Background: an optimization exercise with open tools, aiming at small area, a short achievable clock period and few clock cycles per item. Do not read the settings as production practice.
The RTL was checked by simulation tests, not by an equivalence proof against the original design.

### design/flow/run.sh
#!/bin/bash
# synth_recipe.tcl (not shown) runs the flow's synth.tcl, then flattens the netlist and writes it again
# the make line also repeats each setting of config.mk as NAME=value (left out here)
make -C /OpenROAD-flow-scripts/flow DESIGN_CONFIG=/design/flow/config.mk WORK_HOME=/design/flow/orfs CLKGATE_MAP_FILE= SYNTH_SCRIPT=/design/flow/synth_recipe.tcl finish
### design/flow/config.mk
export PLATFORM = sky130hd
export DESIGN_NAME = mixed_number_adder
export DESIGN_NICKNAME = mixed_number_adder
export VERILOG_FILES = /design/flow/design.v
export SDC_FILE = /design/flow/constraint.sdc
export NUM_CORES = 4
export LEC_CHECK = 0
export CAP_MARGIN = 20
export CORE_MARGIN = 2
export CORE_UTILIZATION = 40
export SETUP_SLACK_MARGIN = 5
export SLEW_MARGIN = 20
### design/flow/constraint.sdc
create_clock -name core_clock -period 10.0 [get_ports {clk_i}]
set_input_delay 2.0000 -clock core_clock [delete_from_list [all_inputs] [get_ports {clk_i}]]
set_output_delay 2.0000 -clock core_clock [all_outputs]
set_load 0.01 [all_outputs]
### design/flow/design.v
package mna_pkg;
  localparam int unsigned WHOLE_W = 33;
  localparam int unsigned NUM_W   = 32;
  localparam int unsigned DEN_W   = 32;
  typedef enum logic [3:0] {
    ST_IDLE,
    ST_MUL0,
    ST_MUL1,
    ST_MUL2,
    ST_PREP,
    ST_RUN,
    ST_INIT2,
    ST_DIV2,
    ST_FIN
  } mna_state_e;
  typedef enum logic [1:0] {
    MUL_AD,   
    MUL_BC,   
    MUL_DD    
  } mna_mul_e;
  typedef struct packed {
    logic     load;        
    mna_mul_e mul_sel;
    logic     mul_en;
    logic     num_first;   
    logic     num_add;     
    logic     prep;        
    logic     run;         
    logic     div2_init;   
    logic     out_load;    
  } mna_cmd_t;
  typedef struct packed {
    logic zero_den;
    logic gcd_done;
    logic div_done;
  } mna_sts_t;
endpackage
module pfx_add #(
  parameter int W = 33,
  parameter int KIND = 0
) (
  input  logic [W-1:0] x,
  input  logic [W-1:0] y,
  input  logic         ci,
  output logic [W-1:0] s,      
  output logic [W-1:0] s1,     
  output logic         co,     
  output logic         co1     
);
  localparam int L = $clog2(W);
  logic [W-1:0] p, g;
  assign p = x ^ y;
  assign g = x & y;
  logic [2*L+1:0][W-1:0] gg;
  logic [2*L+1:0][W-1:0] pp;
  assign gg[0] = g;
  assign pp[0] = p;
  genvar lv, i;
  generate
    if (KIND == 2) begin : g_ks
      for (lv = 0; lv < L; lv++) begin : g_lv
        for (i = 0; i < W; i++) begin : g_b
          if (i >= (1 << lv)) begin : g_c
            assign gg[lv+1][i] = gg[lv][i] | (pp[lv][i] & gg[lv][i-(1<<lv)]);
            assign pp[lv+1][i] = pp[lv][i] & pp[lv][i-(1<<lv)];
          end else begin : g_p
            assign gg[lv+1][i] = gg[lv][i];
            assign pp[lv+1][i] = pp[lv][i];
          end
        end
      end
      for (lv = L; lv < 2*L+1; lv++) begin : g_pass
        assign gg[lv+1] = gg[lv];
        assign pp[lv+1] = pp[lv];
      end
    end else if (KIND == 1) begin : g_sk
      for (lv = 0; lv < L; lv++) begin : g_lv
        for (i = 0; i < W; i++) begin : g_b
          if ((i >> lv) & 1) begin : g_c
            localparam int J = ((i >> lv) << lv) - 1;
            assign gg[lv+1][i] = gg[lv][i] | (pp[lv][i] & gg[lv][J]);
            assign pp[lv+1][i] = pp[lv][i] & pp[lv][J];
          end else begin : g_p
            assign gg[lv+1][i] = gg[lv][i];
            assign pp[lv+1][i] = pp[lv][i];
          end
        end
      end
      for (lv = L; lv < 2*L+1; lv++) begin : g_pass
        assign gg[lv+1] = gg[lv];
        assign pp[lv+1] = pp[lv];
      end
    end else begin : g_bk
      for (lv = 0; lv < L; lv++) begin : g_up
        for (i = 0; i < W; i++) begin : g_b
          if (((i + 1) % (2 << lv)) == 0) begin : g_c
            assign gg[lv+1][i] = gg[lv][i] | (pp[lv][i] & gg[lv][i-(1<<lv)]);
            assign pp[lv+1][i] = pp[lv][i] & pp[lv][i-(1<<lv)];
          end else begin : g_p
            assign gg[lv+1][i] = gg[lv][i];
            assign pp[lv+1][i] = pp[lv][i];
          end
        end
      end
      for (lv = L - 1; lv >= 0; lv--) begin : g_dn
        for (i = 0; i < W; i++) begin : g_b
          if ((((i + 1) % (2 << lv)) == (1 << lv)) && (i >= (2 << lv) - 1 + (1 << lv) - (1 << lv)) && (i > (1 << lv))) begin : g_c
            assign gg[2*L-lv][i] = gg[2*L-lv-1][i] | (pp[2*L-lv-1][i] & gg[2*L-lv-1][i-(1<<lv)]);
            assign pp[2*L-lv][i] = pp[2*L-lv-1][i] & pp[2*L-lv-1][i-(1<<lv)];
          end else begin : g_p
            assign gg[2*L-lv][i] = gg[2*L-lv-1][i];
            assign pp[2*L-lv][i] = pp[2*L-lv-1][i];
          end
        end
      end
      assign gg[2*L+1] = gg[2*L];
      assign pp[2*L+1] = pp[2*L];
    end
  endgenerate
  logic [W-1:0] gf, pf;
  assign gf = gg[2*L+1];
  assign pf = pp[2*L+1];
  logic [W:0] c, c1;
  assign c[0]  = ci;
  assign c1[0] = 1'b1;
  generate
    for (i = 0; i < W; i++) begin : g_c
      assign c[i+1]  = gf[i] | (pf[i] & ci);
      assign c1[i+1] = gf[i] | pf[i];
    end
  endgenerate
  assign s  = p ^ c[W-1:0];
  assign s1 = p ^ c1[W-1:0];
  assign co  = c[W];
  assign co1 = c1[W];
endmodule
module mixed_number_adder #(
  parameter int unsigned FIELD_WIDTH = 16
) (
  input  logic                               clk_i,
  input  logic                               rst_ni,
  input  logic                               in_valid_i,
  output logic                               in_ready_o,
  input  logic signed [FIELD_WIDTH-1:0]      whole_a_i,
  input  logic signed [FIELD_WIDTH-1:0]      num_a_i,
  input  logic signed [FIELD_WIDTH-1:0]      den_a_i,
  input  logic signed [FIELD_WIDTH-1:0]      whole_b_i,
  input  logic signed [FIELD_WIDTH-1:0]      num_b_i,
  input  logic signed [FIELD_WIDTH-1:0]      den_b_i,
  output logic                               out_valid_o,
  input  logic                               out_ready_i,
  output logic signed [mna_pkg::WHOLE_W-1:0] whole_sum_o,
  output logic signed [mna_pkg::NUM_W-1:0]   num_sum_o,
  output logic signed [mna_pkg::DEN_W-1:0]   den_sum_o,
  output logic                               div_error_o
);
  logic st_idle_q, st_mult_q, st_ncomp_q, st_gcd_q, st_up_q, st_down_q, st_fin_q, st_out_q;
  logic st_div_q;   
  logic m_def_q;    
  logic in_ready_q, out_valid_q;
  logic fin_ok_q, mult_acc_q, m_cs_q;
  logic [32:0] a_q, r_q;
  logic [31:0] b_q, p_q, q_q, s_q;
  logic [2:0]  cnt_q;
  logic        first_q;
  logic        sn_q, sd_q, flip_q, errn_q, erro_q;
  logic        op_a2_q, op_b2_q, op_ab_q, op_ba_q, k2_q;
  logic zero_den, take, go;
  assign zero_den = (den_a_i == '0) || (den_b_i == '0);
  assign take     = in_valid_i && (st_idle_q || st_out_q);
  assign go       = in_valid_i && (st_idle_q || (st_out_q && out_ready_i));
  logic one1_q, two1_q, neg1_q, one2_q, two2_q, neg2_q, neg3_q;
  logic [2:0] d1_src, d2_src;
  logic       sd_src;
  always_comb begin
    if (take) begin
      d1_src = den_b_i[15:13];
      d2_src = num_b_i[15:13];
      sd_src = den_a_i[15] ^ den_b_i[15];
    end else begin
      d1_src = p_q[29:27];
      d2_src = p_q[13:11];
      sd_src = sd_q;
    end
  end
  always_ff @(posedge clk_i) begin
    if (take || st_mult_q) begin
      one1_q <= d1_src[1] ^ d1_src[0];
      two1_q <= (d1_src == 3'b011) || (d1_src == 3'b100);
      neg1_q <= d1_src[2] & ~(d1_src[1] & d1_src[0]);
      one2_q <= d2_src[1] ^ d2_src[0];
      two2_q <= (d2_src == 3'b011) || (d2_src == 3'b100);
      neg2_q <= d2_src[2] & ~(d2_src[1] & d2_src[0]);
      neg3_q <= (d1_src[2] & ~(d1_src[1] & d1_src[0])) ^ sd_src;
    end
  end
  logic [17:0] na_e, da_e, mag1, mag2, mag3;
  assign na_e = {{2{q_q[31]}}, q_q[31:16]};
  assign da_e = {{2{q_q[15]}}, q_q[15:0]};
  assign mag1 = one1_q ? na_e : two1_q ? {na_e[16:0], 1'b0} : 18'd0;
  assign mag2 = one2_q ? da_e : two2_q ? {da_e[16:0], 1'b0} : 18'd0;
  assign mag3 = one1_q ? da_e : two1_q ? {da_e[16:0], 1'b0} : 18'd0;
  logic in_div, m_def, fin_ok, mult_acc;
  assign in_div   = st_div_q;
  assign m_def    = m_def_q;
  assign fin_ok   = fin_ok_q;     
  assign mult_acc = mult_acc_q;   
  logic [32:0] c_s, c_s1, sub_ab, sub_ba;
  logic        c_co, c_ge;
  pfx_add #(.W(33), .KIND(1)) u_ab (
    .x (a_q), .y (~{1'b0, b_q}), .ci (1'b0), .s (c_s), .s1 (c_s1), .co (c_co), .co1 (c_ge)
  );
  assign sub_ab = c_s1;
  assign sub_ba = ~c_s;
  logic [33:0] cs_u, cs_v, cs_w, cs_s, cs_c;
  logic        cs_ci0, cs_ci1;
  assign cs_u = ({34{mult_acc}} & {a_q[31:0], 2'b00}) |
                ({34{fin_ok}} & {r_q[32], r_q});
  assign cs_v = ({34{st_mult_q}} & {{16{mag1[17] ^ neg1_q}}, mag1 ^ {18{neg1_q}}}) |
                ({34{fin_ok}} & {{18{q_q[31]}}, q_q[31:16]});
  assign cs_w = ({34{st_mult_q}} & {{16{mag2[17] ^ neg2_q}}, mag2 ^ {18{neg2_q}}}) |
                ({34{fin_ok}} & {{18{q_q[15]}}, q_q[15:0]});
  assign cs_ci0 = st_mult_q & neg1_q;
  assign cs_ci1 = st_mult_q & neg2_q;
  assign cs_s = cs_u ^ cs_v ^ cs_w;
  assign cs_c = (cs_u & cs_v) | (cs_u & cs_w) | (cs_v & cs_w);
  logic [32:0] g2_s, g2_s1;
  logic        g2_co, g2_ge;
  pfx_add #(.W(33), .KIND(1)) u_ge2 (
    .x (a_q), .y (~{b_q, 1'b0}), .ci (1'b1), .s (g2_s), .s1 (g2_s1), .co (g2_ge), .co1 (g2_co)
  );
  logic [33:0] pq_x, pq_y, add_pq, pq_s1;
  logic        pq_c, pq_co, pq_co1;
  logic        m_cs;
  assign m_cs = m_cs_q;   
  assign pq_x = ({34{m_cs}} & cs_s) |
                ({34{~m_cs}} & {2'b00, p_q & {32{op_ab_q | op_ba_q}}});
  assign pq_y = ({34{m_cs}} & {cs_c[32:0], cs_ci0}) |
                ({34{~m_cs}} & {2'b00, q_q});
  assign pq_c = cs_ci1;
  pfx_add #(.W(34), .KIND(1)) u_pq (
    .x (pq_x), .y (pq_y), .ci (pq_c), .s (add_pq), .s1 (pq_s1), .co (pq_co), .co1 (pq_co1)
  );
  logic [32:0] rs_x, rs_y, add_rs, rs_s1;
  logic        rs_c, rs_co, rs_co1;
  assign rs_x = ({33{mult_acc}} & {r_q[30:0], 2'b00}) |
                ({33{in_div | m_def}} & r_q);
  assign rs_y = ({33{st_mult_q}} & {{15{mag3[17] ^ neg3_q}}, mag3 ^ {18{neg3_q}}}) |
                ({33{in_div}} & ({1'b0, p_q} ^ {33{flip_q}})) |
                ({33{fin_ok}} & {1'b0, s_q ^ {32{sd_q}}}) |
                ({33{m_def}} & {1'b0, s_q});
  assign rs_c = (st_mult_q & neg3_q) | (in_div & flip_q) | (fin_ok & sd_q);
  pfx_add #(.W(33), .KIND(1)) u_rs (
    .x (rs_x), .y (rs_y), .ci (rs_c), .s (add_rs), .s1 (rs_s1), .co (rs_co), .co1 (rs_co1)
  );
  logic a_zero, a_ge_b, a_ge_2b, div_step, div_last, odd_x;
  assign a_zero   = (a_q[31:0] == 32'd0);
  assign a_ge_b   = c_ge;
  assign a_ge_2b  = g2_ge;
  assign div_step = st_down_q || (st_up_q && !a_ge_2b);   
  assign div_last = div_step && p_q[0];
  assign odd_x    = a_q[1] ^ b_q[1];                      
  logic st_fin_d;
  assign st_fin_d = (go && zero_den) || div_last;
  always_ff @(posedge clk_i or negedge rst_ni) begin
    if (!rst_ni) begin
      st_idle_q   <= 1'b1;
      st_mult_q   <= 1'b0;
      st_ncomp_q  <= 1'b0;
      st_gcd_q    <= 1'b0;
      st_up_q     <= 1'b0;
      st_down_q   <= 1'b0;
      st_div_q    <= 1'b0;
      m_def_q     <= 1'b1;
      st_fin_q    <= 1'b0;
      st_out_q    <= 1'b0;
      in_ready_q  <= 1'b0;
      out_valid_q <= 1'b0;
      fin_ok_q    <= 1'b0;
      mult_acc_q  <= 1'b0;
      m_cs_q      <= 1'b0;
    end else begin
      fin_ok_q    <= div_last;
      mult_acc_q  <= st_mult_q && (cnt_q != 3'd7);
      m_cs_q      <= (go && !zero_den) || (st_mult_q && (cnt_q != 3'd7)) || st_fin_d;
      st_idle_q   <= (st_idle_q && !in_valid_i) || (st_out_q && out_ready_i && !in_valid_i);
      st_mult_q   <= (go && !zero_den) || (st_mult_q && (cnt_q != 3'd7));
      st_ncomp_q  <= st_mult_q && (cnt_q == 3'd7);
      st_gcd_q    <= st_ncomp_q || (st_gcd_q && !a_zero);
      st_up_q     <= (st_gcd_q && a_zero) || (st_up_q && a_ge_2b);
      st_down_q   <= div_step && !p_q[0];
      st_div_q    <= (st_gcd_q && a_zero) || (st_up_q && a_ge_2b) || (div_step && !p_q[0]);
      m_def_q     <= !((go && !zero_den) || (st_mult_q && (cnt_q != 3'd7)) ||
                       (st_gcd_q && a_zero) || (st_up_q && a_ge_2b) || (div_step && !p_q[0]) ||
                       st_fin_d);
      st_fin_q    <= st_fin_d;
      st_out_q    <= st_fin_q || (st_out_q && !out_ready_i);
      in_ready_q  <= st_fin_d;
      out_valid_q <= st_fin_q || (out_valid_q && !out_ready_i);
    end
  end
  assign in_ready_o  = in_ready_q;
  assign out_valid_o = out_valid_q;
  always_ff @(posedge clk_i) begin
    if (go) begin
      cnt_q   <= 3'd0;
      first_q <= 1'b1;
    end else if (st_mult_q) begin
      cnt_q   <= cnt_q + 3'd1;
      first_q <= 1'b0;
    end
    if (take) begin
      sd_q   <= den_a_i[15] ^ den_b_i[15];
      errn_q <= zero_den;
    end
    if (st_ncomp_q) begin
      sn_q   <= a_q[32];
      flip_q <= a_q[32] ^ sd_q;
    end
    if (st_fin_q) erro_q <= errn_q;
  end
  always_ff @(posedge clk_i) begin
    if (st_ncomp_q || st_gcd_q) begin
      op_a2_q <= 1'b0;
      op_b2_q <= 1'b0;
      op_ab_q <= 1'b0;
      op_ba_q <= 1'b0;
      k2_q    <= 1'b0;
      if (st_gcd_q && !a_zero) begin
        if (!a_q[0] && !b_q[0]) begin
        end else if (!a_q[0]) begin
          op_a2_q <= 1'b1;
          k2_q    <= !a_q[1];
        end else if (!b_q[0]) begin
          op_b2_q <= 1'b1;
          k2_q    <= !b_q[1];
        end else begin
          op_ab_q <= a_ge_b;
          op_ba_q <= !a_ge_b;
          k2_q    <= !odd_x;
        end
      end
    end
  end
  logic [31:0] p_sh, q_sh, s_sh;
  logic [32:0] r_sh;
  assign p_sh = k2_q ? {p_q[29:0], 2'b00} : {p_q[30:0], 1'b0};
  assign q_sh = k2_q ? {q_q[29:0], 2'b00} : {q_q[30:0], 1'b0};
  assign r_sh = k2_q ? {r_q[30:0], 2'b00} : {r_q[31:0], 1'b0};
  assign s_sh = k2_q ? {s_q[29:0], 2'b00} : {s_q[30:0], 1'b0};
  always_ff @(posedge clk_i) begin
    if (st_mult_q) begin
      a_q <= add_pq[32:0];
    end else if (st_ncomp_q) begin
      if (a_q[32]) a_q <= sub_ba;
    end else if (st_gcd_q) begin
      if (a_zero) begin
        a_q <= {1'b0, add_pq[31:0]};
      end else if (!a_q[0]) begin
        a_q <= a_q[1] && b_q[0] ? {2'b00, a_q[31:1]} :
               !a_q[1] && (b_q[0] || !b_q[1]) ? {3'b000, a_q[31:2]} : {2'b00, a_q[31:1]};
      end else if (b_q[0] && a_ge_b) begin
        a_q <= odd_x ? {1'b0, sub_ab[32:1]} : {2'b00, sub_ab[32:2]};
      end
    end else if (div_step && a_ge_b) begin
      a_q <= sub_ab;
    end else if (st_fin_q) begin
      if (errn_q) a_q <= '0;
      else if (sn_q) a_q <= sub_ba;
    end
  end
  always_ff @(posedge clk_i) begin
    if (st_mult_q) begin
      b_q <= '0;
    end else if (st_ncomp_q) begin
      b_q <= r_q[31:0];
    end else if (st_gcd_q) begin
      if (a_zero) begin
        b_q <= add_rs[31:0];
      end else if (!b_q[0]) begin
        b_q <= b_q[1] && a_q[0] ? {1'b0, b_q[31:1]} :
               !b_q[1] && (a_q[0] || !a_q[1]) ? {2'b00, b_q[31:2]} : {1'b0, b_q[31:1]};
      end else if (a_q[0] && !a_ge_b) begin
        b_q <= odd_x ? sub_ba[32:1] : {1'b0, sub_ba[32:2]};
      end
    end else if (st_up_q && a_ge_2b) begin
      b_q <= {b_q[30:0], 1'b0};
    end else if (div_last) begin
      b_q <= '0;
    end else if (div_step) begin
      b_q <= {1'b0, b_q[31:1]};
    end
  end
  always_ff @(posedge clk_i) begin
    if (take) begin
      p_q <= {den_b_i, num_b_i};
    end else if (st_mult_q) begin
      p_q <= {p_q[29:16], 2'b00, p_q[13:0], 2'b00};
    end else if (st_ncomp_q) begin
      p_q <= 32'd1;
    end else if (st_gcd_q) begin
      if (a_zero) p_q <= 32'd1;
      else if (op_ba_q) p_q <= add_pq[31:0];
      else if (op_a2_q || op_ab_q) p_q <= p_sh;
    end else if (st_up_q && a_ge_2b) begin
      p_q <= {p_q[30:0], 1'b0};
    end else if (div_step && !p_q[0]) begin
      p_q <= {1'b0, p_q[31:1]};
    end
  end
  always_ff @(posedge clk_i) begin
    if (take) begin
      q_q <= {num_a_i, den_a_i};
    end else if (st_ncomp_q) begin
      q_q <= '0;
    end else if (st_gcd_q) begin
      if (a_zero) q_q <= {whole_a_i, whole_b_i};
      else if (op_ab_q) q_q <= add_pq[31:0];
      else if (op_b2_q || op_ba_q) q_q <= q_sh;
    end
  end
  always_ff @(posedge clk_i) begin
    if (st_mult_q) begin
      r_q <= add_rs;
    end else if (st_ncomp_q) begin
      r_q <= '0;
    end else if (st_gcd_q) begin
      if (a_zero) r_q <= '0;
      else if (op_ba_q) r_q <= add_rs;
      else if (op_a2_q || op_ab_q) r_q <= r_sh;
    end else if (div_step && a_ge_b) begin
      r_q <= add_rs;
    end else if (st_fin_q) begin
      r_q <= add_pq[32:0];
    end
  end
  always_ff @(posedge clk_i) begin
    if (st_ncomp_q) begin
      s_q <= 32'd1;
    end else if (st_gcd_q) begin
      if (a_zero || op_ab_q) s_q <= add_rs[31:0];
      else if (op_b2_q || op_ba_q) s_q <= s_sh;
    end else if (st_fin_q) begin
      s_q <= add_rs[31:0];
    end
  end
  assign whole_sum_o = r_q;
  assign num_sum_o   = a_q[31:0];
  assign den_sum_o   = s_q;
  assign div_error_o = erro_q;
endmodule
==> out/results.tsv, run 1 <==
metric	value	unit
sequential area share after synthesis	22.68	%
Area contributors post-synth	edfxtp_1 16%, ha_1 6.5%, a21oi_1 6.3%, mux2i_1 5.2%, dfxtp_1 5.1%	
Hold WC Path Type	flip-flop to flip-flop	
Port-buffer cells	199	
CTS Buf Count	30	
CTS tree	done	
#FFs+latches synth	228	
area share of the largest cell type after synthesis	16.31	%
final net count	3790	
Worst path depth	20	
ANT nets after route	0	
Yosys cell types	103	
critical path, cell by cell	buf_12 > nor2b_4 > buf_6 > buf_4 > a22oi_1 > xor2_1 > o21ai_1 > fa_1 > mux2_2 > ha_1 > a21oi_2 > o21ai_2 > a221o_1 > and2_4 > and4bb_4 > nor3_1 > or3_1 > xnor2_2 > nor2_1 > a211o_1	
# setup viols final	0	
vias per inst	6.901	
Core ar.	0.06680	mm^2
cells after synthesis	3419	
CP top delay family	simple AND/OR/NAND/NOR gates	
setup tns final	0	ns
DR iter-0 viols	5108	
Max Buffers Root-to-Sink	3	
die height	263.2	um
minimum clock period	4.955	ns
crit path capture type	flip-flop	
RSZ-0062 raised after global routing	true	
Syn Area/Cell	7.863	um^2
EDFF count, synth	146	
initial antenna violation count	7	
met1 global-route usage	52.76	%
Synth Warn #	1	
utilization after layout	47.79	%
CTS root buf	clkbuf_16	
M2 GR Usage	55.16	%
# H-tree levels	1	
First-pass DRT Iterations	7	
Net Count, Synth	3697	
Buf/Inv on CP	3	
vias in the first global route	27860	
Rows	95	
Reg2Reg Depth	20	
most frequent cells in the layout	345 x nand2_1, 322 x a21oi_1, 246 x nor2_1	
Die W	263.2	um
max cap viols	0	
first-pass GRT wire length	200700	um
Die Area	0.06930	mm^2
GPL Wtd Cong	1.045	
Critical Path RT	10.36	ns
Primary FF master, synth	edfxtp_1	
Final HPWL DP	103600	um
drt total wl	142500	um
Slew Limit Fails	0	
crit start category	flip-flop	
Setup Crit Path Kind	flip-flop to flip-flop	
initial core utilization	40.24	%
Crit-path slowest cell	edfxtp_1	
Critical Path Max Stage Delay	0.44	ns
Area Growth Syn to Fin	18.76	%
Final Skew	0.02469	ns
largest net degree at the start of global routing	163	
fin crit share	49.55	%
crit path DAT	5.31	ns
layout cell share with drive strength beyond 1	12.70	%
boundary pin count	200	
Post-Syn Area	0.02688	mm^2
commonest non-fill, non-tap cell in the layout	nand2_1	
Clock transition at path regs	0.07	ns
WHS Path Cells	1	
layer with the highest usage	met2	
DRC violations left	0	
Slew headroom	15.00	%
GR Layer Usage met3	11.76	%
ys async rst share	6.140	%
worst skew pair latency	0.62	ns
final hold vios	0	
wire length per cell	32.29	um
clk sinks	228	
Vias	30450	
largest area contributor in the netlist	edfxtp_1	
Fmax achieved	201.8	MHz
Critical Path Fanout Max	18	
total global-route track usage	39.10	%
slew at the pin closest to its max-slew limit	1.266	ns
grt total ovfl	0	
status	timing/DRC/antenna clean	
registers in the layout, summed over array words and instances (netlist names), 3 cells and up:
signal and count:
p_q 32, a_q 33, r_q 33, s_q 32, cnt_q 3, q_q 32
b_q 32
through the flow:
stage / std cells / hold slack, ns / worst slack (ns) / area, um^2
floorplan: 3419 / 0.4647 / 5.097 / 26890
global placement: 4268 / 0.4720 / 3.474 / 29400
detailed placement: 4268 / 0.4736 / 3.453 / 29430
CTS: 4361 / 0.4914 / 4.933 / 31070
global route: 4409 / 0.5177 / 4.930 / 31920
finish: 4412 / 0.4845 / 5.045 / 31930
cell type report:
type,instances,area [um^2]
clock buffer,41,812.0
clock inverter,15,152.6
timing repair inverter,1,8.758
sequential,228,6120
antenna,3,7.507
multi-input combinational,2787,19890
inverter,95,382.9
fill,6604,34880
timing repair buffer,369,3461
tap,873,1092
timing repair:
item	4_1_cts	5_1_grt
pin swaps	12	31
setup endpoints to repair	225	200
buffers inserted	36	44
cloned	1	3
resized for setup	81	95
hold buffers	0	0
endpoints found under the hold margin	0	0
logic make-up after synthesis:
group,after synthesis,share of synthesized area (%)
DFF,228,22.68
buffers and inverters,405,6.344
muxes,180,6.884
adders and majority gates,178,9.374
AOI/OAI and AO/OA,1315,32.69
and+or+nand+nor,921,15.72
xor gates and xnor gates,192,6.311
cells in the mapped netlist (41+ instances only):
| master | number |
|---|---|
| a21oi_1 | 338 |
| dfxtp_1 | 68 |
| a211oi_1 | 80 |
| nor3_1 | 63 |
| a22oi_1 | 119 |
| edfxtp_1 | 146 |
| o211ai_1 | 68 |
| nor2_1 | 257 |
| nand2_1 | 353 |
| o21ai_0 | 251 |
| inv_1 | 91 |
| a22o_1 | 70 |
| nor2b_1 | 51 |
| mux2i_1 | 141 |
| ha_1 | 139 |
| o22ai_1 | 41 |
| o221ai_1 | 43 |
| a221oi_1 | 50 |
| xnor2_1 | 104 |
| clkbuf_1 | 212 |
| xor2_1 | 86 |
path summary, 6_finish.rpt:
check | from | to | slack, ns
min in group asynchronous | rst_ni | fin_ok_q | 1.82
max reg2reg | one1_q | r_q[31] | 5.05
min | out_valid_q | out_valid_q | 0.48
max in group asynchronous | rst_ni | st_ncomp_q | 7.63
min reg2reg | out_valid_q | out_valid_q | 0.48
max | one1_q | r_q[31] | 5.05
metal layers:
layer  routed length, um  part of all wire (%)  vias up
li1                    -                     -    13040
met1               55410                    39    14500
met2               56390                    40     2360
met3               20490                    14      539
met4               10120                   7.1        8
met5                  54                 0.038        -
Testbench counts, summed over its fixed seeds: cycles 87,461, items 3,200.
==> inputs of run 2 (changes only) <==
--- a/design/flow/design.v
+++ b/design/flow/design.v
@@ -159,9 +159,8 @@
   logic m_def_q;    
   logic in_ready_q, out_valid_q;
-  logic fin_ok_q, mult_acc_q, m_cs_q;
+  logic fin_ok_q, mult_acc_q;
   logic [32:0] a_q, r_q;
   logic [31:0] b_q, p_q, q_q, s_q;
   logic [2:0]  cnt_q;
-  logic        first_q;
   logic        sn_q, sd_q, flip_q, errn_q, erro_q;
   logic        op_a2_q, op_b2_q, op_ab_q, op_ba_q, k2_q;
@@ -216,7 +215,9 @@
   logic        cs_ci0, cs_ci1;
   assign cs_u = ({34{mult_acc}} & {a_q[31:0], 2'b00}) |
-                ({34{fin_ok}} & {r_q[32], r_q});
+                ({34{fin_ok}} & {r_q[32], r_q}) |
+                ({34{m_def}} & {2'b00, p_q & {32{op_ab_q | op_ba_q}}});
   assign cs_v = ({34{st_mult_q}} & {{16{mag1[17] ^ neg1_q}}, mag1 ^ {18{neg1_q}}}) |
-                ({34{fin_ok}} & {{18{q_q[31]}}, q_q[31:16]});
+                ({34{fin_ok}} & {{18{q_q[31]}}, q_q[31:16]}) |
+                ({34{m_def}} & {2'b00, q_q});
   assign cs_w = ({34{st_mult_q}} & {{16{mag2[17] ^ neg2_q}}, mag2 ^ {18{neg2_q}}}) |
                 ({34{fin_ok}} & {{18{q_q[15]}}, q_q[15:0]});
@@ -230,15 +231,9 @@
     .x (a_q), .y (~{b_q, 1'b0}), .ci (1'b1), .s (g2_s), .s1 (g2_s1), .co (g2_ge), .co1 (g2_co)
   );
-  logic [33:0] pq_x, pq_y, add_pq, pq_s1;
-  logic        pq_c, pq_co, pq_co1;
-  logic        m_cs;
-  assign m_cs = m_cs_q;   
-  assign pq_x = ({34{m_cs}} & cs_s) |
-                ({34{~m_cs}} & {2'b00, p_q & {32{op_ab_q | op_ba_q}}});
-  assign pq_y = ({34{m_cs}} & {cs_c[32:0], cs_ci0}) |
-                ({34{~m_cs}} & {2'b00, q_q});
-  assign pq_c = cs_ci1;
+  logic [33:0] add_pq, pq_s1;
+  logic        pq_co, pq_co1;
   pfx_add #(.W(34), .KIND(1)) u_pq (
-    .x (pq_x), .y (pq_y), .ci (pq_c), .s (add_pq), .s1 (pq_s1), .co (pq_co), .co1 (pq_co1)
+    .x (cs_s), .y ({cs_c[32:0], cs_ci0}), .ci (cs_ci1), .s (add_pq), .s1 (pq_s1), .co (pq_co),
+    .co1 (pq_co1)
   );
   logic [32:0] rs_x, rs_y, add_rs, rs_s1;
@@ -279,9 +274,7 @@
       fin_ok_q    <= 1'b0;
       mult_acc_q  <= 1'b0;
-      m_cs_q      <= 1'b0;
     end else begin
       fin_ok_q    <= div_last;
       mult_acc_q  <= st_mult_q && (cnt_q != 3'd7);
-      m_cs_q      <= (go && !zero_den) || (st_mult_q && (cnt_q != 3'd7)) || st_fin_d;
       st_idle_q   <= (st_idle_q && !in_valid_i) || (st_out_q && out_ready_i && !in_valid_i);
       st_mult_q   <= (go && !zero_den) || (st_mult_q && (cnt_q != 3'd7));
@@ -303,11 +296,6 @@
   assign out_valid_o = out_valid_q;
   always_ff @(posedge clk_i) begin
-    if (go) begin
-      cnt_q   <= 3'd0;
-      first_q <= 1'b1;
-    end else if (st_mult_q) begin
-      cnt_q   <= cnt_q + 3'd1;
-      first_q <= 1'b0;
-    end
+    if (go) cnt_q <= 3'd0;
+    else if (st_mult_q) cnt_q <= cnt_q + 3'd1;
     if (take) begin
       sd_q   <= den_a_i[15] ^ den_b_i[15];
==> design/flow/flow/run.sh (new file) <==
#!/bin/bash
set -euo pipefail
bash standard.sh SETUP_SLACK_MARGIN=6.5 finish > standard_flow.log 2>&1
==> design/flow/standard.sh (new file) <==
#!/bin/bash
# synth_recipe.tcl (not shown) runs the flow's synth.tcl, then flattens the netlist and writes it again
# the make line also repeats each setting of config.mk as NAME=value (left out here)
make -C /OpenROAD-flow-scripts/flow DESIGN_CONFIG=/design/flow/config.mk WORK_HOME=/design/flow/orfs CLKGATE_MAP_FILE= SYNTH_SCRIPT=/design/flow/synth_recipe.tcl "${@:-finish}"
--- a/design/flow/config.mk
+++ b/design/flow/config.mk
@@ -9,4 +9,4 @@
 export CORE_MARGIN = 2
 export CORE_UTILIZATION = 40
-export SETUP_SLACK_MARGIN = 5
 export SLEW_MARGIN = 20
+export TNS_END_PERCENT = 0
removed: design/flow/run.sh
==> run 2 against run 1 <==
Against the previous run:
- register-to-register slack lost 0.03 ns
- area after synthesis fell by 0.69%
- final cell count is 0.75% lower
- largest cell class unchanged
- still clean on timing, DRC and antenna
- via count is 0.78% higher
- global-route usage decreased by 0.12 points
- fmax fell by 0.70%
- first-iteration DRC count increased by 3.2%
- utilization grew 1.6 points
==> out/results.tsv, run 2 <==
metric	value	unit
DRC violations left	0	
slew at the pin closest to its max-slew limit	1.268	ns
Final HPWL DP	101900	um
FF+latch area	0.006086	mm^2
Hold WC Path Type	flip-flop to flip-flop	
Area contributors post-synth	edfxtp_1 16%, ha_1 6.5%, a21oi_1 6.0%, dfxtp_1 5.1%, mux2i_1 4.9%	
Setup Crit Path Kind	flip-flop to flip-flop	
clk sinks	227	
first-pass GRT wire length	200100	um
M2 GR Usage	56.16	%
#FFs+latches synth	227	
area share of the largest cell type after synthesis	16.42	%
Critical Path RT	10.48	ns
CTS tree	done	
total global-route track usage	38.98	%
setup tns final	0	ns
Max Buffers Root-to-Sink	3	
Slew Limit Fails	0	
vias in the first global route	27840	
utilization after layout	49.37	%
minimum clock period	4.990	ns
met1 global-route usage	49.11	%
Rows	94	
area of the multi-input gates	0.01990	mm^2
crit start category	flip-flop	
Primary FF master, synth	edfxtp_1	
final net count	3761	
status	timing/DRC/antenna clean	
worst skew pair latency	0.65	ns
grt total ovfl	0	
DP Worst Slack	3.924	ns
ys async rst share	5.727	%
WHS Path Cells	1	
commonest non-fill, non-tap cell in the layout	a21oi_1	
# H-tree levels	1	
Fmax achieved	200.4	MHz
CTS Hold Bufs	0	
layer with the highest usage	met2	
Port-buffer cells	199	
initial antenna violation count	9	
largest net degree at the start of global routing	167	
cells after synthesis	3368	
First-pass DRT Iterations	11	
Clock transition at path regs	0.06	ns
crit path DAT	5.47	ns
Synth Warn #	1	
drt total wl	142800	um
layout cell share with drive strength beyond 1	13.74	%
CTS root buf	clkbuf_16	
final hold vios	0	
Post-Syn Area	0.02670	mm^2
biggest regs	a_q: 33 flops, r_q: 33 flops	
wire length per cell	32.62	um
# fillers	6410	
post-placement cell count	4211	
top-count cell post-synth	a21oi_1	
Net Count, Synth	3646	
Die W	262.3	um
Critical Path Fanout Max	5	
GPL Wtd Cong	1.017	
EDFF count, synth	146	
ANT nets after route	0	
die height	262.3	um
Die Area	0.06882	mm^2
# setup viols final	0	
final worst setup slack	5.010	ns
crit path capture type	flip-flop	
sequential area share after synthesis	22.75	%
most frequent cells in the layout	305 x a21oi_1, 303 x nand2_1, 231 x nor2_1	
Slew headroom	14.86	%
DR iter-0 viols	5272	
max cap viols	0	
GR Layer Usage met3	14.88	%
largest area contributor in the netlist	edfxtp_1	
Vias	30690	
CTS Buf Count	31	
worst hold margin	0.4778	ns
RSZ-0062 raised after global routing	true	
Syn Area/Cell	7.927	um^2
fin crit share	49.90	%
Final Skew	0.03380	ns
initial core utilization	40.53	%
Core ar.	0.06586	mm^2
vias per inst	7.008	
Synth top cells by count	319 x a21oi_1, 313 x nand2_1, 247 x nor2_1	
Non-Filler Instances	4379	
Yosys cell types	101	
Area Growth Syn to Fin	21.80	%
boundary pin count	200	
Reg2Reg Depth	17	
## run 2: changes by cell type in the layout (fill, tap and decap cells not counted), sizes merged, moves of 12 or more
cell    before  now
a221o       16   31
o21ai      260  199
mux2        39   25
a311oi       8   20
buf        168  187
nand4       17   30
a21oi      340  324
inv         92  146
nand2      359  315
nor2       262  250
a22oi      119  102
a22o        70   35
a211oi      82  105
a222oi       8   54
## run 2: worst paths after layout
kind | startpoint | to | slack [ns]
worst min-delay path | out_valid_q | out_valid_q | 0.48
min in group asynchronous | rst_ni | st_up_q | 1.81
max in group asynchronous | rst_ni | st_mult_q | 7.60
worst max register to register | op_ab_q | r_q[29] | 5.01
worst min register to register | out_valid_q | out_valid_q | 0.48
worst max-delay path | op_ab_q | r_q[29] | 5.01
## run 2: stage by stage
| step | instance area (um^2) |
|---|---|
| after floorplan | 27000 |
| after global placement | 29410 |
| after detailed placement | 29440 |
| after CTS | 31310 |
| after global routing | 32500 |
| final | 32520 |
## run 2: final cells by class
class / count / share of cell area (%)
repair buffers: 390 / 11.59
well taps: 864 / 3.324
flip-flops and latches: 227 / 18.72
inverters: 149 / 1.758
diodes: 7 / 0.05387
clock buffers: 50 / 3.082
multi-input cells: 2684 / 61.20
clock inverters: 8 / 0.2693
## run 2: logic make-up (layout without fill, tap and decap cells)
group                      Yosys count  after routing  share of synthesized area [%]
xor gates and xnor gates           187            187                          6.163
other                                0              7                              0
buffers and inverters              461            597                          7.157
and+or+nand+nor                    884            888                          15.31
muxes                              155            155                          5.929
AOI/OAI and AO/OA                 1276           1276                          33.25
adders and majority gates          178            178                          9.439
DFF                                227            227                          22.75
## run 2: what timing repair did
action	CTS	global route
setup buffers	30	64
endpoints found under the setup margin	440	443
gates cloned	8	0
pin swaps	14	60
gates resized for setup	59	128
## run 2: worst max-delay path: stages (launching register included)
cell and delay, ns:
edfxtp_1 0.44, buf_12 0.16, o21a_4 0.23, buf_12 0.13
buf_4 0.15, a222oi_1 0.71, inv_1 0.20, fa_1 0.54
ha_2 0.43, a21boi_0 0.27, a211oi_2 0.07, buf_4 0.18
o22ai_2 0.24, nor3_4 0.06, o21bai_2 0.24, xor2_4 0.40
a22oi_1 0.17, o221ai_1 0.21
## run 2: metal layers
layer | share of wire [%] | up-vias | wire length, um
met4 | 8.0 | 6 | 11490
met3 | 15 | 679 | 20800
li1 | - | 13010 | -
met2 | 41 | 2406 | 58020
met1 | 37 | 14590 | 52490
met5 | 0.027 | - | 38
Testbench counts of run 2, summed over its fixed seeds: cycles 87,461, items 3,200.
==> inputs of run 3 (changes only) <==
--- a/design/flow/design.v
+++ b/design/flow/design.v
@@ -216,5 +216,5 @@
   assign cs_u = ({34{mult_acc}} & {a_q[31:0], 2'b00}) |
                 ({34{fin_ok}} & {r_q[32], r_q}) |
-                ({34{m_def}} & {2'b00, p_q & {32{op_ab_q | op_ba_q}}});
+                ({34{m_def}} & {2'b00, p_q});
   assign cs_v = ({34{st_mult_q}} & {{16{mag1[17] ^ neg1_q}}, mag1 ^ {18{neg1_q}}}) |
                 ({34{fin_ok}} & {{18{q_q[31]}}, q_q[31:16]}) |
@@ -386,5 +386,5 @@
       p_q <= {p_q[29:16], 2'b00, p_q[13:0], 2'b00};
     end else if (st_ncomp_q) begin
-      p_q <= 32'd1;
+      p_q <= {31'd0, (a_q != 33'd0)};
     end else if (st_gcd_q) begin
       if (a_zero) p_q <= 32'd1;
==> design/flow/flow/run.sh (replaced) <==
#!/bin/bash
set -euo pipefail
bash standard.sh "BUFFER_PORTS_ARGS=-buffer_cell sky130_fd_sc_hd__buf_1" finish > standard_flow.log 2>&1
--- a/design/flow/config.mk
+++ b/design/flow/config.mk
@@ -9,4 +9,4 @@
 export CORE_MARGIN = 2
 export CORE_UTILIZATION = 40
+export SETUP_SLACK_MARGIN = 5
 export SLEW_MARGIN = 20
-export TNS_END_PERCENT = 0
==> run 3 against run 2 <==
Against the previous run:
- die area fell by 1.6%
- final cell count shrank 2.7%
- via count shrank 3.4%
- clock skew down 0.016 ns
- sequential cell count is the same
- synthesized cell count decreased by 2.1%
- sequential share of layout area rose by 1.6 points
- worst setup slack gained 0.043 ns
- critical path type unchanged
==> out/results.tsv, run 3 <==
metric	value	unit
status	timing/DRC/antenna clean	
Hold WC Path Type	flip-flop to flip-flop	
max cap viols	0	
Setup Crit Path Kind	flip-flop to flip-flop	
fin area	0.02999	mm^2
Die Area	0.06775	mm^2
largest area contributor in the netlist	edfxtp_1	
setup tns final	0	ns
Rows	93	
CTS Buf Count	30	
Synth top cells by count	306 x a21oi_1, 280 x nand2_1, 234 x nor2_1	
slew at the pin closest to its max-slew limit	1.216	ns
# setup viols final	0	
top-count cell post-synth	a21oi_1	
Port-buffer cells	199	
commonest non-fill, non-tap cell in the layout	a21oi_1	
DRC violations left	0	
Die W	260.3	um
minimum clock period	4.947	ns
Max Buffers Root-to-Sink	3	
# H-tree levels	1	
total global-route track usage	37.87	%
initial antenna violation count	4	
initial core utilization	40.61	%
Critical Path RT	10.37	ns
Net Count, Synth	3574	
fin crit share	49.47	%
Non-Filler Instances	4260	
Post-Syn Area	0.02628	mm^2
most frequent cells in the layout	296 x a21oi_1, 273 x nand2_1, 222 x nor2_1	
placed cell areas	0.02758	mm^2
grt total ovfl	0	
#FFs+latches synth	227	
EDFF count, synth	146	
final net count	3653	
biggest regs	a_q: 33 flops, r_q: 33 flops	
crit path capture type	flip-flop	
Final Skew	0.01795	ns
largest net degree at the start of global routing	71	
Clock transition at path regs	0.06	ns
worst skew pair latency	0.62	ns
Fmax achieved	202.2	MHz
ys async rst share	5.727	%
Syn Area/Cell	7.972	um^2
cells after synthesis	3296	
sequential area share after synthesis	23.11	%
Critical Path Fanout Max	65	
crit path DAT	5.31	ns
post-placement cell count	4126	
wire length per cell	31.45	um
# fillers	6478	
Area Growth Syn to Fin	14.13	%
drt total wl	134000	um
first-pass GRT wire length	189200	um
GPL Wtd Cong	1.029	
CTS tree	done	
utilization after layout	46.35	%
Final HPWL DP	95480	um
vias per inst	6.961	
Slew headroom	18.36	%
Yosys cell types	89	
First-pass DRT Iterations	10	
FF-to-FF Start	b_q[1]	
clk sinks	227	
RSZ-0062 raised after global routing	true	
CTS root buf	clkbuf_16	
Synth Warn #	1	
Slew Limit Fails	0	
vias in the first global route	26250	
crit start category	flip-flop	
die height	260.3	um
area share of the largest cell type after synthesis	16.69	%
worst setup path startpoint	b_q[1]	
Primary FF master, synth	edfxtp_1	
ANT nets after route	0	
layout cell share with drive strength beyond 1	11.39	%
final hold vios	0	
DR iter-0 viols	4778	
Core ar.	0.06470	mm^2
CTS Hold Bufs	0	
Area contributors post-synth	edfxtp_1 17%, ha_1 6.6%, a21oi_1 5.8%, dfxtp_1 5.2%, mux2i_1 4.5%	
start point of the worst hold path	out_valid_q	
boundary pin count	200	
Vias	29650	
[run 3: changes by cell type in the layout (fill, tap and decap cells not counted), sizes merged, moves of 15 or more]
cell           change
a21oi             -15
nor2              -15
nand2             -35
clkbuf            -15
buf              +168
clkdlybuf4s50    -199
[run 3: final cells by class]
cell class              count  area, um^2  share of cell area [%]
multi-input cells        2613       19100                   63.69
flip-flops and latches    227        6090                   20.31
repair buffers            357        2170                   7.235
inverters                 146       564.3                   1.882
well taps                 855        1070                   3.567
clock inverters            21       170.2                  0.5674
diodes                      6       15.01                 0.05007
clock buffers              35       810.8                   2.704
[run 3: timing repair]
item | 4_1_cts | 5_1_grt
resized for setup | 72 | 78
setup buffers | 17 | 54
endpoints found under the setup margin | 207 | 153
pin swaps | 3 | 22
cloned | 1 | 0
[run 3: metrics by stage]
step                      setup WS, ns  hold slack (ns)
after floorplan                  5.108           0.4244
after global placement           3.805           0.4660
after detailed placement         3.747           0.4722
after CTS                        4.984           0.4853
after global routing             4.896           0.5096
final                            5.053           0.4798
[run 3: logic make-up after synthesis]
kind of cell               count (synthesis)  share of synthesized area [%]
DFF                                      227                          23.11
xor gates and xnor gates                 194                          6.467
and+or+nand+nor                          833                          14.79
AOI/OAI and AO/OA                       1261                          33.17
buffers and inverters                    456                          7.138
muxes                                    147                          5.733
adders and majority gates                178                          9.590
[run 3: worst paths after layout]
check | endpoint | slack [ns] | depth (start not counted)
setup / recovery | a_q[17] | 5.05 | 13
hold / removal | out_valid_q | 0.48 | 1
setup reg to reg | a_q[17] | 5.05 | 13
hold reg to reg | out_valid_q | 0.48 | 1
max in group asynchronous | st_ncomp_q | 8.20 | 1
min in group asynchronous | in_ready_q | 1.36 | 1
[run 3: worst max-delay path: stages, from the launching register on]
cell,delay [ns]
dfxtp_2,0.47
inv_1,0.13
ha_2,0.35
buf_6,0.42
and4b_1,0.39
nand2_1,0.20
or4_1,0.65
o31ai_4,0.56
and2_4,0.29
buf_12,0.23
nor2_1,0.20
a22oi_1,0.23
a21oi_1,0.08
or3_1,0.39
[run 3: per-layer routing]
metal | global-route usage, % | share of wire [%] | vias up
met5 | 0 | 0.0097 | -
met3 | 11.38 | 15 | 540
li1 | - | - | 12660
met4 | 24.51 | 8.3 | 2
met1 | 51.19 | 38 | 14010
met2 | 51.91 | 39 | 2436
Testbench counts of run 3, summed over its fixed seeds: cycles 87,461, items 3,200.
==> inputs of run 4 (changes only) <==
--- a/design/flow/config.mk
+++ b/design/flow/config.mk
@@ -9,4 +9,6 @@
 export CORE_MARGIN = 2
 export CORE_UTILIZATION = 40
+export CTS_CLUSTER_DIAMETER = 90
+export CTS_CLUSTER_SIZE = 20
 export SETUP_SLACK_MARGIN = 5
 export SLEW_MARGIN = 20
==> run 4 against run 3 <==
Against the previous run:
- critical path depth increased by 3
- fmax decreased by 0.71%
- sequential cell count unchanged
- area after synthesis unchanged
- first-iteration DRC count decreased by 4.9%
==> out/results.tsv, run 4 <==
metric	value	unit
DR iter-0 viols	4542	
worst hold endpoint	out_valid_q	
layer with the highest usage	met2	
Synth top cells by count	306 x a21oi_1, 280 x nand2_1, 234 x nor2_1	
Non-Filler Instances	4248	
biggest regs	a_q: 33 flops, r_q: 33 flops	
drt total wl	134400	um
boundary pin count	200	
Syn Area/Cell	7.972	um^2
initial antenna violation count	3	
RSZ-0062 raised after global routing	true	
first-pass GRT wire length	189200	um
CTS root buf	clkbuf_16	
utilization after layout	46.02	%
Slew Limit Fails	0	
Critical Path Max Stage Delay	0.63	ns
fin crit share	49.82	%
CTS tree	done	
Critical Path RT	10.52	ns
#FFs+latches synth	227	
vias per inst	6.962	
WHS Path Cells	1	
placed cell areas	0.02758	mm^2
final hold vios	0	
Vias	29570	
Final HPWL DP	95480	um
crit path capture type	flip-flop	
Hold WC Path Type	flip-flop to flip-flop	
fin area	0.02977	mm^2
setup tns final	0	ns
layout cell share with drive strength beyond 1	10.95	%
most frequent cells in the layout	295 x a21oi_1, 274 x nand2_1, 223 x nor2_1	
start point of the worst hold path	out_valid_q	
Final Skew	0.02895	ns
status	timing/DRC/antenna clean	
Crit-path slowest cell	a211oi_1	
Die Area	0.06775	mm^2
slew at the pin closest to its max-slew limit	1.170	ns
Buf/Inv on CP	2	
Primary FF master, synth	edfxtp_1	
max cap viols	0	
FF-to-FF Start	b_q[25]	
vias in the first global route	26180	
Post-Syn Area	0.02628	mm^2
M2 GR Usage	52.22	%
minimum clock period	4.982	ns
post-placement cell count	4126	
# setup viols final	0	
Net Count, Synth	3574	
grt total ovfl	0	
worst reg2reg setup slack	5.02	ns
top-count cell post-synth	a21oi_1	
Yosys cell types	89	
area share of the largest cell type after synthesis	16.69	%
Max Buffers Root-to-Sink	3	
Clock transition at path regs	0.09	ns
worst skew pair latency	0.59	ns
largest net degree at the start of global routing	71	
# fillers	6502	
EDFF count, synth	146	
die height	260.3	um
Rows	93	
largest area contributor in the netlist	edfxtp_1	
wire length per cell	31.63	um
DRC violations left	0	
cells after synthesis	3296	
Core ar.	0.06470	mm^2
Synth Warn #	1	
Setup Crit Path Kind	flip-flop to flip-flop	
ANT nets after route	0	
Reg2Reg Depth	16	
total global-route track usage	37.93	%
Area contributors post-synth	edfxtp_1 17%, ha_1 6.6%, a21oi_1 5.8%, dfxtp_1 5.2%, mux2i_1 4.5%	
GR Layer Usage met3	12.48	%
GPL Wtd Cong	1.029	
clk sinks	227	
CTS Buf Count	25	
ys async rst share	5.727	%
commonest non-fill, non-tap cell in the layout	a21oi_1	
crit path DAT	5.50	ns
Critical Path Fanout Max	12	
sequential area share after synthesis	23.11	%
CP top delay family	compound AO/OA/AOI/OAI gates	
initial core utilization	40.61	%
# H-tree levels	1	
critical path, cell by cell	inv_1 > ha_1 > a21o_1 > a21o_1 > a2111o_1 > a31oi_2 > o221ai_4 > a21oi_1 > ha_1 > o31ai_4 > buf_4 > nor3_2 > nand2_4 > a211oi_1 > nor3_1 > o21ai_0	
Port-buffer cells	199	
R2R Path End	b_q[18]	
First-pass DRT Iterations	12	
Slew headroom	21.41	%
Area Growth Syn to Fin	13.31	%
crit start category	flip-flop	
final net count	3647	
Fmax achieved	200.7	MHz
Die W	260.3	um
met1 global-route usage	50.74	%
==> run 4: cell counts after synthesis <==
No cell type changed its count.
==> run 4: what timing repair did <==
item,in CTS,in global routing
hold buffers,0,0
endpoints found under the setup margin,206,138
gates cloned,1,2
setup buffers,22,46
gates resized for setup,72,63
pin swaps,7,15
==> run 4: worst max-delay path by stage <==
stage          slack (ns)  cells after the start  startpoint  endpoint
4_1_cts              4.97                     18      two1_q   q_q[16]
3_3_place_gp         3.81                     16      one2_q   p_q[24]
2_1_floorplan        5.11                     17      neg2_q   p_q[31]
5_1_grt              4.92                     19      one1_q   r_q[13]
3_5_place_dp         3.75                     16      one2_q   p_q[24]
6_report             5.02                     16     b_q[25]   b_q[18]
==> run 4: area by class of cell <==
class | instances | area, um^2 | share of cell area (%)
timing repair inverter | 1 | 8.758 | 0.02942
clock inverter | 17 | 209.0 | 0.7018
sequential | 227 | 6090 | 20.45
tap | 855 | 1070 | 3.593
multi-input combinational | 2613 | 19020 | 63.90
timing repair buffer | 355 | 2146 | 7.207
clock buffer | 28 | 646.9 | 2.173
antenna | 6 | 15.01 | 0.05043
inverter | 146 | 564.3 | 1.895
==> run 4: per-stage QoR <==
step                      hold WS, ns  setup slack [ns]
final                          0.4783             5.018
after global routing           0.5112             4.915
after CTS                      0.4872             4.975
after detailed placement       0.4722             3.747
after global placement         0.4660             3.805
after floorplan                0.4244             5.108
==> run 4: kinds of logic after synthesis <==
kind of cell	after synthesis	share of synthesized area, %
and+or+nand+nor	833	14.79
AOI/OAI and AO/OA	1261	33.17
xor gates and xnor gates	194	6.467
adders and majority gates	178	9.590
DFF	227	23.11
buffers and inverters	456	7.138
muxes	147	5.733
==> run 4: layer usage <==
layer | share of wire [%] | wire length [um]
met5 | 0 | 0
met4 | 8.2 | 11050
met3 | 15 | 20500
met2 | 39 | 52390
met1 | 38 | 50430
==> inputs of run 5 (changes only) <==
--- a/design/flow/config.mk
+++ b/design/flow/config.mk
@@ -9,6 +9,6 @@
 export CORE_MARGIN = 2
 export CORE_UTILIZATION = 40
-export CTS_CLUSTER_DIAMETER = 90
-export CTS_CLUSTER_SIZE = 20
+export CTS_CLUSTER_DIAMETER = 70
+export CTS_CLUSTER_SIZE = 14
 export SETUP_SLACK_MARGIN = 5
 export SLEW_MARGIN = 20
==> run 5 against run 4 <==
Against the previous run:
- still clean on timing, DRC and antenna
- count of clock-buffer cells in the layout increased by 8
- non-clock buffer count decreased by 10
- register-to-register slack improved by 0.02 ns
- sequential cell count unchanged
- final area about the same
- worst setup slack improved by 0.023 ns
- clock skew increased by 0.019 ns
- via count decreased by 0.20%
- utilization about the same
- critical path type unchanged
==> out/results.tsv, run 5 <==
metric	value	unit
Non-Filler Instances	4248	
most frequent cells in the layout	296 x a21oi_1, 274 x nand2_1, 223 x nor2_1	
Hold WC Path Type	flip-flop to flip-flop	
setup tns final	0	ns
boundary pin count	200	
Setup Crit Path Kind	flip-flop to flip-flop	
max cap viols	0	
R2R Path End	a_q[17]	
EDFF count, synth	146	
Port-buffer cells	199	
CTS Buf Count	29	
die height	260.3	um
Core ar.	0.06470	mm^2
# H-tree levels	1	
Reg2Reg Depth	13	
area share of the largest cell type after synthesis	16.69	%
CTS Hold Bufs	0	
Area contributors post-synth	edfxtp_1 17%, ha_1 6.6%, a21oi_1 5.8%, dfxtp_1 5.2%, mux2i_1 4.5%	
utilization after layout	45.98	%
First-pass DRT Iterations	14	
Rows	93	
layout cell share with drive strength beyond 1	10.69	%
post-placement cell count	4126	
crit start category	flip-flop	
worst setup path startpoint	b_q[1]	
RSZ-0062 raised after global routing	true	
initial core utilization	40.61	%
grt total ovfl	0	
Vias	29520	
fin crit share	49.59	%
ys async rst share	5.727	%
Synth top cells by count	306 x a21oi_1, 280 x nand2_1, 234 x nor2_1	
worst hold endpoint	out_valid_q	
Post-Syn Area	0.02628	mm^2
Final HPWL DP	95480	um
DR iter-0 viols	4986	
WHS Path Cells	1	
largest net degree at the start of global routing	71	
placed cell areas	0.02758	mm^2
cells after synthesis	3296	
Critical Path RT	10.33	ns
initial antenna violation count	6	
Slew Limit Fails	0	
crit path capture type	flip-flop	
#FFs+latches synth	227	
first-pass GRT wire length	188900	um
Fmax achieved	201.7	MHz
ANT nets after route	0	
drt total wl	133700	um
largest area contributor in the netlist	edfxtp_1	
FF-to-FF Start	b_q[1]	
status	timing/DRC/antenna clean	
Die Area	0.06775	mm^2
Die W	260.3	um
CTS root buf	clkbuf_16	
Slew headroom	7.549	%
worst reg2reg setup slack	5.04	ns
Synth Warn #	1	
Syn Area/Cell	7.972	um^2
start point of the worst hold path	out_valid_q	
vias per inst	6.948	
slew at the pin closest to its max-slew limit	1.377	ns
vias in the first global route	26250	
final hold vios	0	
Final Skew	0.04842	ns
wire length per cell	31.48	um
Max Buffers Root-to-Sink	3	
GPL Wtd Cong	1.029	
# setup viols final	0	
DRC violations left	0	
final net count	3640	
total global-route track usage	37.78	%
fin area	0.02975	mm^2
Primary FF master, synth	edfxtp_1	
minimum clock period	4.959	ns
Yosys cell types	89	
Area Growth Syn to Fin	13.21	%
worst hold margin	0.4759	ns
clk sinks	227	
Clock transition at path regs	0.07	ns
CTS tree	done	
sequential area share after synthesis	23.11	%
crit path DAT	5.29	ns
Critical Path Fanout Max	65	
commonest non-fill, non-tap cell in the layout	a21oi_1	
Net Count, Synth	3574	
biggest regs	a_q: 33 flops, r_q: 33 flops	
worst skew pair latency	0.63	ns
top-count cell post-synth	a21oi_1	
-- run 5: cell families after synthesis --
group / count (synthesis) / synth area share, %
DFF: 227 / 23.11
buffers and inverters: 456 / 7.138
AOI/OAI and AO/OA: 1261 / 33.17
adders and majority gates: 178 / 9.590
muxes: 147 / 5.733
and+or+nand+nor: 833 / 14.79
xor gates and xnor gates: 194 / 6.467
-- run 5: repair_timing --
action,in CTS,in global routing
cloned,1,0
resized for setup,73,61
pin swaps,5,15
endpoints found under the setup margin,209,158
buffers inserted,22,36
-- run 5: worst max path at each step --
stage,end,slack (ns),depth (start not counted)
final,a_q[17],5.04,13
after global routing,q_q[28],4.93,19
after CTS,p_q[24],4.99,18
after detailed placement,p_q[24],3.75,16
after global placement,p_q[24],3.81,16
after floorplan,p_q[31],5.11,17
-- run 5: routing by layer --
| layer | track usage (%) | part of all wire [%] | routed length [um] |
|---|---|---|---|
| met2 | 51.62 | 39 | 52590 |
| met5 | 0 | 0.013 | 17 |
| met1 | 49.98 | 38 | 50590 |
| met4 | 25.37 | 8.1 | 10880 |
| met3 | 12.77 | 15 | 19620 |
-- run 5: area by class of cell --
cell class	instances	area, um^2
fill	6514	34950
multi-input combinational	2613	19000
sequential	227	6092
timing repair buffer	345	2061
tap	855	1070
clock buffer	36	773.2
inverter	146	564.3
clock inverter	18	168.9
antenna	8	20.02
-- run 5: worst max-delay path, cell delays in order (launching register included) --
cell     delay, ns
dfxtp_2       0.48
inv_1         0.13
ha_2          0.34
buf_6         0.42
and4b_1       0.38
nand2_1       0.19
or4_1         0.64
o31ai_4       0.56
and2_4        0.30
buf_12        0.23
nor2_1        0.20
a22oi_1       0.21
a21oi_1       0.08
or3_1         0.39
-- run 5: stage by stage --
step	worst slack, ns
6_report	5.041
5_1_grt	4.933
4_1_cts	4.988
3_5_place_dp	3.747
3_3_place_gp	3.805
2_1_floorplan	5.108
==> inputs of run 6 (changes only) <==
==> design/flow/run.sh (new file) <==
#!/bin/bash
# synth_recipe.tcl (not shown) runs the flow's synth.tcl, then flattens the netlist and writes it again
# the make line also repeats each setting of config.mk as NAME=value (left out here)
make -C /OpenROAD-flow-scripts/flow DESIGN_CONFIG=/design/flow/config.mk WORK_HOME=/design/flow/orfs CLKGATE_MAP_FILE= SYNTH_SCRIPT=/design/flow/synth_recipe.tcl finish
--- a/design/flow/config.mk
+++ b/design/flow/config.mk
@@ -9,6 +9,4 @@
 export CORE_MARGIN = 2
 export CORE_UTILIZATION = 40
-export CTS_CLUSTER_DIAMETER = 70
-export CTS_CLUSTER_SIZE = 14
 export SETUP_SLACK_MARGIN = 5
 export SLEW_MARGIN = 20
removed: design/flow/flow/run.sh
removed: design/flow/standard.sh
==> run 6 against run 5 <==
Against the previous run:
- synthesized cell count is the same
- non-clock buffer count is 45 higher
- wire length is 14% higher
- clock skew shrank 0.021 ns
- die area did not move
- critical path type unchanged
- highest routed layer unchanged
==> out/results.tsv, run 6 <==
metric	value	unit
top-count cell post-synth	a21oi_1	
EDFF count, synth	146	
Primary FF master, synth	edfxtp_1	
total global-route track usage	43.03	%
Area Growth Syn to Fin	20.21	%
crit path capture type	flip-flop	
largest area contributor in the netlist	edfxtp_1	
Critical Path Fanout Max	15	
fin crit share	51.17	%
CTS Hold Bufs	0	
Core ar.	0.06470	mm^2
# setup viols final	0	
Slew Limit Fails	0	
WHS Path Cells	1	
Hold WC Path Type	flip-flop to flip-flop	
final worst setup slack	4.883	ns
vias in the first global route	28090	
ANT nets after route	0	
clk sinks	227	
Setup Crit Path Kind	flip-flop to flip-flop	
Final Skew	0.02733	ns
Fmax achieved	195.4	MHz
minimum clock period	5.117	ns
R2R Path End	b_q[17]	
wire length per cell	35.56	um
final hold vios	0	
Reg2Reg Depth	16	
worst reg2reg setup slack	4.88	ns
DRC violations left	0	
setup tns final	0	ns
initial antenna violation count	9	
DR iter-0 viols	5311	
Max Buffers Root-to-Sink	3	
# fillers	6433	
Non-Filler Instances	4296	
Area contributors post-synth	edfxtp_1 17%, ha_1 6.6%, a21oi_1 5.8%, dfxtp_1 5.2%, mux2i_1 4.5%	
RSZ-0062 raised after global routing	true	
sequential area share after synthesis	23.11	%
crit path DAT	5.64	ns
ys async rst share	5.727	%
fin area	0.03159	mm^2
Slew headroom	11.18	%
worst skew pair latency	0.66	ns
Rows	93	
Clock transition at path regs	0.06	ns
die height	260.3	um
Port-buffer cells	199	
Die W	260.3	um
Net Count, Synth	3574	
largest net degree at the start of global routing	175	
FF-to-FF Start	one1_q	
drt total wl	152800	um
layout cell share with drive strength beyond 1	12.51	%
vias per inst	7.161	
first-pass GRT wire length	210700	um
DP Worst Slack	3.489	ns
initial core utilization	40.61	%
Post-Syn Area	0.02628	mm^2
cells after synthesis	3296	
slew at the pin closest to its max-slew limit	1.328	ns
Vias	30760	
boundary pin count	200	
Synth top cells by count	306 x a21oi_1, 280 x nand2_1, 234 x nor2_1	
start point of the worst hold path	out_valid_q	
post-placement cell count	4155	
status	timing/DRC/antenna clean	
CTS tree	done	
final net count	3690	
#FFs+latches synth	227	
area share of the largest cell type after synthesis	16.69	%
max cap viols	0	
Die Area	0.06775	mm^2
Synth Warn #	1	
commonest non-fill, non-tap cell in the layout	a21oi_1	
grt total ovfl	0	
placed cell areas	0.02911	mm^2
CTS root buf	clkbuf_16	
Final HPWL DP	109300	um
Syn Area/Cell	7.972	um^2
CTS Buf Count	31	
worst setup path startpoint	one1_q	
# H-tree levels	1	
GPL Wtd Cong	1.055	
First-pass DRT Iterations	12	
Critical Path RT	10.53	ns
biggest regs	a_q: 33 flops, r_q: 33 flops	
most frequent cells in the layout	290 x a21oi_1, 273 x nand2_1, 224 x nor2_1	
Yosys cell types	89	
worst hold margin	0.4917	ns
worst hold endpoint	out_valid_q	
crit start category	flip-flop	
run 6: cell count changes in the layout (fill, tap and decap cells not counted), sizes merged:
cell | before | now
a21o | 56 | 57
and2 | 17 | 18
buf | 344 | 191
bufbuf | 1 | 0
bufinv | 1 | 0
clkbuf | 36 | 53
clkdlybuf4s50 | 0 | 198
clkinv | 9 | 5
clkinvlp | 4 | 3
diode | 8 | 5
inv | 150 | 144
run 6: layer usage:
metal / vias up / wire length [um] / global-route usage, %
met3: 620 / 22250 / 16.47
li1: 12720 / - / -
met4: 6 / 12260 / 27.08
met5: - / 139 / 0
met2: 2479 / 60790 / 60.36
met1: 14940 / 57330 / 55.11
run 6: worst max path at each step:
stage                     endpoint  slack, ns  depth (start not counted)
after detailed placement   a_q[24]       3.49                         16
after floorplan            p_q[31]       5.11                         17
after global placement     a_q[24]       3.59                         16
after CTS                  a_q[14]       5.00                         14
final                      b_q[17]       4.88                         16
after global routing       p_q[11]       4.78                         18
run 6: cell type report:
type	count	area, um^2	area share [%]
multi-input cells	2615	19200	60.78
flip-flops and latches	227	6087	19.27
clock inverters	5	45.04	0.1426
inverters	146	564.3	1.787
repair buffers	390	3695	11.70
well taps	855	1070	3.387
diodes	5	12.51	0.03961
clock buffers	52	904.6	2.864
repair inverters	1	8.758	0.02773
run 6: kinds of logic (layout without fill, tap and decap cells):
family	after synthesis	after routing	synth area share (%)
AND/OR/NAND/NOR	833	834	14.79
other	0	5	0
adder cells (fa/ha/maj)	178	178	9.590
AO/OA/AOI/OAI	1261	1262	33.17
buffers and inverters	456	594	7.138
multiplexers	147	147	5.733
XOR/XNOR	194	194	6.467
flip-flops	227	227	23.11
run 6: repair_timing:
| item | CTS | global route |
|---|---|---|
| resized for setup | 96 | 75 |
| setup buffers | 32 | 40 |
| setup endpoints to repair | 201 | 198 |
| pin swaps | 13 | 25 |
| cloned | 2 | 3 |
run 6: through the flow:
| step | utilization (%) |
|---|---|
| after floorplan | - |
| after global placement | 44.85 |
| after detailed placement | 44.99 |
| after CTS | 47.67 |
| after global routing | 48.80 |
| final | 48.82 |
run 6: worst max-delay path: stages, from the launching register on:
cell and delay, ns:
edfxtp_1 0.45, buf_12 0.17, buf_4 0.21, a22oi_1 0.60
xor2_1 0.24, o221ai_1 0.16, ha_1 0.43, a21oi_1 0.18
o21ai_0 0.16, a21oi_1 0.25, nand3_4 0.25, a21oi_2 0.31
xor2_4 0.44, o21ai_0 0.15, a221o_1 0.44, a21oi_2 0.37
o21ai_0 0.15

## static timing again, ports no longer ideal
How much do the figures lean on ideal ports? The routed layouts below were timed once more, with nothing changed but the port constraints. Step 1: set_driving_cell puts a clkbuf_16 on clk_i and a buf_2 on each other input, an assumption about the parent block. Step 2, shift: input delay + t, output delay - t, t = (earliest + latest rising clock arrival at the registers) / 2. This alone moves slack from input paths to output paths. Three values: no drivers, after step 1, after step 2; two values: the first two.
| run | t, ns | slack for setup (ns) | latest minus earliest clock arrival (ns) | worst register clock-pin slew, ns |
|---|---|---|---|---|
| run 1 | 0.663 | 5.045 / 5.045 / 4.876 | 0.025 / 0.025 | 0.07 / 0.07 |
| run 2 | 0.700 | 5.010 / 5.010 / 4.751 | 0.033 / 0.034 | 0.07 / 0.07 |
| run 3 | 0.682 | 5.053 / 5.053 / 5.053 | 0.018 / 0.018 | 0.07 / 0.07 |
| run 4 | 0.645 | 5.018 / 5.018 / 5.018 | 0.029 / 0.029 | 0.09 / 0.09 |
| run 5 | 0.667 | 5.041 / 5.041 / 5.041 | 0.049 / 0.048 | 0.08 / 0.08 |
| run 6 | 0.715 | 4.883 / 4.883 / 4.682 | 0.028 / 0.028 | 0.07 / 0.07 |
After both steps setup and hold are still met in every run listed. The setup slack of run 2, which loses most, moves by 0.000 ns with the drivers and by -0.259 ns with both steps.
